Context: an optimization exercise on an open-source flow, tuned for small area and a short achievable clock period. The choices shown serve that exercise and are no tape-out recipe.
At most, simulation tests tie the RTL to the original design; equivalence was not proved.
The clock port is modelled as an ideal driver, which makes a skipped or thinned clock tree look cheaper than it is; a real chip needs a root buffer or a tree.
Power and IR drop assume default switching activity.

08-27:
// edgeDetector
module edgeDetector (
    input  logic            iCLK,
    input  logic            iRST,
    input  videoPkg::pixelT iPixel,
    input  logic            iValid,
    input  videoPkg::coordT iX,
    input  videoPkg::coordT iY,
    input  logic            iVertical,
    output videoPkg::pixelT oEdge,
    output logic            oValid
);
Size: ~490 flip-flops, ~0.017 mm^2 of cells after synthesis.
clock: 9.0 ns
lec_check: 0
cap_margin: 20
core_margin: 2
core_utilization: 60
cts_cluster_diameter: 80
cts_cluster_size: 30
slew_margin: 20
standard.sh (not shown) runs the stock make flow with config.mk's settings and CLKGATE_MAP_FILE= SYNTH_SCRIPT=/design/flow/synth_recipe.tcl, a recipe that flattens the netlist after the stock synthesis.
==> flow/flow/run.sh <==
#!/bin/bash
# standard layout, with buf_2 as the port buffer cell and a larger setup repair margin
export BUFFER_PORTS_ARGS="-buffer_cell sky130_fd_sc_hd__buf_2"
export SETUP_SLACK_MARGIN=6.4
bash standard.sh > standard.log 2>&1
Every stage of the flow completed for 08-27, and the final layout passed the timing, design-rule and antenna checks.
Changes in 02-12 relative to 08-27:
- CTS_CLUSTER_DIAMETER: 80 -> unset
- CTS_CLUSTER_SIZE: 30 -> unset
==> flow/flow/run.sh <==
#!/bin/bash
# standard layout, with buf_2 as the port buffer cell, a larger setup repair margin
# and no dummy clock loads
export BUFFER_PORTS_ARGS="-buffer_cell sky130_fd_sc_hd__buf_2"
export SETUP_SLACK_MARGIN=6.4
export CTS_ARGS="-sink_clustering_enable -repair_clock_nets -sink_clustering_size 30 -sink_clustering_max_diameter 80 -dont_use_dummy_load"
bash standard.sh > standard.log 2>&1
### Flow results
The run showing the greater share of layout cells above drive strength 1 is 02-12. The first-pass GRT wire length of 02-12 was superior to that of 08-27. There was hardly any difference in die height between 02-12 and 08-27.
Function was not checked in any run of this note: the RTL went through the layout flow alone.

* * *

edgeDetector, a different RTL version from the one above (not shown whole).
Size: ~810 cells after synthesis, roughly 500 flip-flops, roughly 17000 µm² of cells after synthesis.
==> flow/design.v (excerpt) <==
module edgeDetector (
    input  logic            iCLK,
    input  logic            iRST,
    input  videoPkg::pixelT iPixel,
    input  logic            iValid,
    input  videoPkg::coordT iX,
    input  videoPkg::coordT iY,
    input  logic            iVertical,
    output videoPkg::pixelT oEdge,
    output logic            oValid
);
Settings: LEC_CHECK=0, CAP_MARGIN=20, CORE_MARGIN=2, CORE_UTILIZATION=60, SLEW_MARGIN=20; clock period 9.0 ns.
==> flow/flow/run.sh <==
#!/bin/bash
# standard layout; in the CTS step the clock tree is rebuilt as two levels of
# inverters (flow/clock_tree.tcl) before the step's timing repair.
set -e
export BUFFER_PORTS_ARGS="-buffer_cell sky130_fd_sc_hd__buf_2"
export SETUP_SLACK_MARGIN=6.6
export CTS_ARGS="-sink_clustering_enable -repair_clock_nets -sink_clustering_size 32 -sink_clustering_max_diameter 120 -dont_use_dummy_load"
export SKIP_CTS_REPAIR_TIMING=1
export POST_CTS_TCL=$PWD/flow/clock_tree.tcl
export CLOCK_PORT=iCLK CLOCK_ROOTS=4
export CLOCK_ROOT_CELL=sky130_fd_sc_hd__inv_16 CLOCK_LEAF_CELL=sky130_fd_sc_hd__inv_12
bash standard.sh > standard.log 2>&1
==> flow/flow/clock_tree.tcl <==
# Sourced by the standard flow's CTS step (POST_CTS_TCL, with the step's
# own timing repair skipped). Rebuilds the clock tree that CTS made as two
# levels of inverters:
# the clock port drives NROOT root inverters, each drives the leaf
# inverters of its group, and each leaf inverter drives the registers
# of the cluster that CTS's leaf buffer drove. Then runs the timing repair
# and placement legalisation that the CTS step would have run.
set nroot $::env(CLOCK_ROOTS)
set root_cell $::env(CLOCK_ROOT_CELL)
set leaf_cell $::env(CLOCK_LEAF_CELL)
set db [ord::get_db]
set block [ord::get_db_block]
set port_net [[$block findBTerm $::env(CLOCK_PORT)] getNet]

proc out_net {inst} {
  foreach it [$inst getITerms] {
    if {[$it isOutputSignal]} { return [$it getNet] }
  }
  return ""
}
proc is_buf {inst} {
  string match "sky130_fd_sc_hd__clkbuf_*" [[$inst getMaster] getName]
}

# walk the tree from the port: buffers whose loads include a non-buffer are leaves
set leaves {}
set inner {}
set front [list $port_net]
while {[llength $front]} {
  set next {}
  foreach net $front {
    foreach it [$net getITerms] {
      if {![$it isInputSignal]} continue
      set inst [$it getInst]
      if {![is_buf $inst]} { error "clock net [$net getName] drives [$inst getName]" }
      set on [out_net $inst]
      set leaf 0
      foreach l [$on getITerms] {
        if {[$l isInputSignal] && ![is_buf [$l getInst]]} { set leaf 1 }
      }
      if {$leaf} {
        foreach l [$on getITerms] {
          if {[$l isInputSignal] && [is_buf [$l getInst]]} { error "mixed leaf [$inst getName]" }
        }
        lappend leaves $inst
      } else {
        lappend inner $inst
        lappend next $on
      }
    }
  }
  set front $next
}
puts "leaves [llength $leaves], inner [llength $inner]"

# leaf locations (cell centres)
set pts {}
foreach l $leaves {
  set bb [$l getBBox]
  lappend pts [list [expr {([$bb xMin]+[$bb xMax])/2}] [expr {([$bb yMin]+[$bb yMax])/2}]]
}

# k-means into nroot groups, seeded along the sorted x then y order
set n [llength $leaves]
set order [lsort -integer -indices [lmap p $pts {expr {[lindex $p 0]*3 + [lindex $p 1]}}]]
set cent {}
for {set g 0} {$g < $nroot} {incr g} {
  lappend cent [lindex $pts [lindex $order [expr {int(($g + 0.5) * $n / $nroot)}]]]
}
for {set iter 0} {$iter < 50} {incr iter} {
  set assign {}
  foreach p $pts {
    set best 0; set bd 1e30
    for {set g 0} {$g < $nroot} {incr g} {
      set c [lindex $cent $g]
      set d [expr {abs([lindex $p 0]-[lindex $c 0]) + abs([lindex $p 1]-[lindex $c 1])}]
      if {$d < $bd} { set bd $d; set best $g }
    }
    lappend assign $best
  }
  set newc {}
  for {set g 0} {$g < $nroot} {incr g} {
    set sx 0; set sy 0; set k 0
    foreach p $pts a $assign { if {$a == $g} { incr sx [lindex $p 0]; incr sy [lindex $p 1]; incr k } }
    if {$k} { lappend newc [list [expr {$sx/$k}] [expr {$sy/$k}]] } else { lappend newc [lindex $cent $g] }
  }
  set cent $newc
}

# remove the old inner buffers and their nets
foreach b $inner {
  set on [out_net $b]
  foreach it [$b getITerms] { if {[$it getNet] ne "NULL" && [$it getNet] ne ""} { $it disconnect } }
  odb::dbInst_destroy $b
  if {$on ne $port_net} { odb::dbNet_destroy $on }
}

set rmaster [$db findMaster $root_cell]
set lmaster [$db findMaster $leaf_cell]
set roots {}
for {set g 0} {$g < $nroot} {incr g} {
  set r [odb::dbInst_create $block $rmaster "clkroot_$g"]
  set rn [odb::dbNet_create $block "clkroot_net_$g"]
  $rn setSigType CLOCK
  set c [lindex $cent $g]
  $r setLocation [lindex $c 0] [lindex $c 1]
  $r setPlacementStatus PLACED
  [$r findITerm A] connect $port_net
  [$r findITerm Y] connect $rn
  lappend roots $rn
}
set i 0
foreach l $leaves a $assign {
  set on [out_net $l]
  set bb [$l getBBox]
  set x [$bb xMin]; set y [$bb yMin]
  foreach it [$l getITerms] { if {[$it getNet] ne "NULL" && [$it getNet] ne ""} { $it disconnect } }
  odb::dbInst_destroy $l
  set v [odb::dbInst_create $block $lmaster "clkleaf_$i"]
  $v setLocation $x $y
  $v setPlacementStatus PLACED
  [$v findITerm A] connect [lindex $roots $a]
  [$v findITerm Y] connect $on
  $on setSigType CLOCK
  incr i
}
for {set g 0} {$g < $nroot} {incr g} {
  set k 0; foreach a $assign { if {$a == $g} { incr k } }
  puts "root $g at [lindex $cent $g] drives $k leaves"
}
# the standard flow's post-CTS timing repair, now on this tree
estimate_parasitics -placement
repair_timing_helper
detailed_placement
check_placement -verbose
==> next run, changes <==
==> flow/flow/run.sh (replaced) <==
#!/bin/bash
# standard layout up to CTS; the clock tree is then rebuilt as two levels of
# inverters (flow/clock_tree.tcl); then the standard layout runs on to the end.
set -e
export BUFFER_PORTS_ARGS="-buffer_cell sky130_fd_sc_hd__buf_2"
export SETUP_SLACK_MARGIN=6.55
export CTS_ARGS="-sink_clustering_enable -repair_clock_nets -sink_clustering_size 32 -sink_clustering_max_diameter 120 -dont_use_dummy_load"
bash standard.sh cts > standard_cts.log 2>&1
RES=$PWD/orfs/results/$FLOW_PLATFORM/edgeDetector/base
CTS_ODB=$RES/4_1_cts.odb CLOCK_PORT=iCLK CLOCK_ROOTS=4 \
  CLOCK_ROOT_CELL=sky130_fd_sc_hd__inv_16 CLOCK_LEAF_CELL=sky130_fd_sc_hd__inv_12 \
  openroad -no_init -exit flow/clock_tree.tcl > clock_tree.log 2>&1
rm -f $RES/4_cts.odb
bash standard.sh > standard.log 2>&1
--- a/flow/flow/clock_tree.tcl
+++ b/flow/flow/clock_tree.tcl
@@ -1,8 +1,6 @@
-# Sourced by the standard flow's CTS step (POST_CTS_TCL, with the step's
-# own timing repair skipped). Rebuilds the clock tree that CTS made as two
-# levels of inverters:
+# Rebuild the clock tree that CTS made as two levels of inverters:
 # the clock port drives NROOT root inverters, each drives the leaf
 # inverters of its group, and each leaf inverter drives the registers
-# of the cluster that CTS's leaf buffer drove. Then runs the timing repair
-# and placement legalisation that the CTS step would have run.
+# of the cluster that CTS's leaf buffer drove.
+set db_file $::env(CTS_ODB)
 set nroot $::env(CLOCK_ROOTS)
@@ -10,2 +8,3 @@
 set leaf_cell $::env(CLOCK_LEAF_CELL)
+read_db $db_file
 set db [ord::get_db]
@@ -130,6 +129,4 @@
 }
-# the standard flow's post-CTS timing repair, now on this tree
-estimate_parasitics -placement
-repair_timing_helper
 detailed_placement
-check_placement -verbose
+check_placement
+write_db $db_file
CORE_UTILIZATION = 70   (was 60)
Outcome: The changed run completed without violations. Critical path depth stays the same. Setup slack barely changes. Global-route usage rose by 2.2 points. Routed wire length went down by 0.80%. Cell area went down by 0.51%. Die area fell by 14%. Combinational power hardly moves.
==> next run, changes <==
--- a/flow/flow/run.sh
+++ b/flow/flow/run.sh
@@ -5,3 +5,3 @@
 export BUFFER_PORTS_ARGS="-buffer_cell sky130_fd_sc_hd__buf_2"
-export SETUP_SLACK_MARGIN=6.55
+export SETUP_SLACK_MARGIN=6.6
 export CTS_ARGS="-sink_clustering_enable -repair_clock_nets -sink_clustering_size 32 -sink_clustering_max_diameter 120 -dont_use_dummy_load"
CORE_UTILIZATION = 60   (was 70)
Outcome:
- The changed run completed with no timing, DRC or antenna violations
- via count grows by 0.73%
- setup slack improves by 0.0031 ns
- cell area is higher by about 0.5%
- area after synthesis does not change
- sequential share of layout area went down by 0.39 points
- wire length grows by 1.2%
- core utilization went down by 11 points
- total power came out higher by about 0.7%
- cell count went up by about 5%
==> next run, changes <==
--- a/flow/flow/run.sh
+++ b/flow/flow/run.sh
@@ -5,3 +5,3 @@
 export BUFFER_PORTS_ARGS="-buffer_cell sky130_fd_sc_hd__buf_2"
-export SETUP_SLACK_MARGIN=6.6
+export SETUP_SLACK_MARGIN=6.65
 export CTS_ARGS="-sink_clustering_enable -repair_clock_nets -sink_clustering_size 32 -sink_clustering_max_diameter 120 -dont_use_dummy_load"
The new run produced a clean layout.
Wire length is lower by about 0.9%.
Hold slack stays flat.
Worst setup slack improved by 0.029 ns.
Synthesized area stays the same.
Fmax came out higher by about 1.2%.
Critical path depth goes down by 7.
Register-to-register slack gains 0.04 ns.
Utilization increases by 0.15 points.
Sequential share of layout area falls by 0.17 points.
Design area is about the same.
Via count decreases by 0.71%.
==> next run, changes <==
==> flow/flow/run.sh (replaced) <==
#!/bin/bash
# standard layout up to CTS; the clock tree is then rebuilt as two levels of
# inverters (flow/clock_tree.tcl); then the standard layout runs on to the end.
# Port buffers: buf_1 on inputs, buf_2 on outputs.
set -e
export PRE_GLOBAL_PLACE_TCL=$PWD/flow/buffer_outputs.tcl
export BUFFER_PORTS_ARGS="-inputs -buffer_cell sky130_fd_sc_hd__buf_1"
export SETUP_SLACK_MARGIN=6.6
export CTS_ARGS="-sink_clustering_enable -repair_clock_nets -sink_clustering_size 32 -sink_clustering_max_diameter 120 -dont_use_dummy_load"
bash standard.sh cts > standard_cts.log 2>&1
RES=$PWD/orfs/results/$FLOW_PLATFORM/edgeDetector/base
CTS_ODB=$RES/4_1_cts.odb CLOCK_PORT=iCLK CLOCK_ROOTS=4 \
  CLOCK_ROOT_CELL=sky130_fd_sc_hd__inv_8 CLOCK_LEAF_CELL=sky130_fd_sc_hd__inv_12 \
  openroad -no_init -exit flow/clock_tree.tcl > clock_tree.log 2>&1
rm -f $RES/4_cts.odb
bash standard.sh > standard.log 2>&1
==> flow/flow/buffer_outputs.tcl (new file) <==
# Sourced before global placement (PRE_GLOBAL_PLACE_TCL): buffer the output
# ports with buf_2; the standard step then buffers the input ports with the
# cell BUFFER_PORTS_ARGS names.
buffer_ports -outputs -buffer_cell sky130_fd_sc_hd__buf_2
What happened: The changed run ran to the end with no violations; register-to-register slack improved by 0.03 ns; clock power went down by 2.6%; power is higher by 1.6%; global-route usage climbs by 0.32 points.
No run of this note takes its clock network from TritonCTS; it comes from the design's own scripts or RTL.

[separate check: timing with driven ports]
The flow's constraints put no driver on any port. The routed layouts listed below were extracted and timed again, unchanged, in two steps.
Step 1 sets driving cells, clkbuf_16 on the clock port and buf_2 on the other inputs (assumed; they add their load-dependent delay and slew).
Step 2 times the ports against the registers' clock, not the clock port: input delays grow and output delays shrink by t, the midpoint of the rising clock arrivals with the driver on.
Three values: ideal, step 1, step 2; two values: the first two.
run	t, ns	slack for setup (ns)	hold WS [ns]	slew at the worst register clock pin (ns)	cell pins on the clock port's net
08-27	0.591	6.218 / 6.164 / 6.138	0.341 / 0.341 / 0.341	0.11 / 0.11	1
02-12	0.569	6.226 / 6.172 / 6.137	0.343 / 0.343 / 0.343	0.11 / 0.11	1
the first run of note 2	0.362	6.550 / 6.375 / 6.542	0.352 / 0.352 / 0.352	0.11 / 0.11	4
the second run of note 2	0.349	6.549 / 6.371 / 6.549	0.358 / 0.358 / 0.358	0.11 / 0.11	4
the third run of note 2	0.363	6.552 / 6.374 / 6.544	0.352 / 0.352 / 0.352	0.11 / 0.11	4
the fourth run of note 2	0.361	6.581 / 6.374 / 6.547	0.352 / 0.352 / 0.352	0.11 / 0.11	4
the fifth run of note 2	0.335	6.618 / 6.478 / 6.585	0.352 / 0.352 / 0.352	0.11 / 0.11	4
After both steps every run listed still meets setup and hold. For 02-12, which loses most, drivers alone change the setup slack by -0.054 ns; drivers and shift together by -0.089 ns.
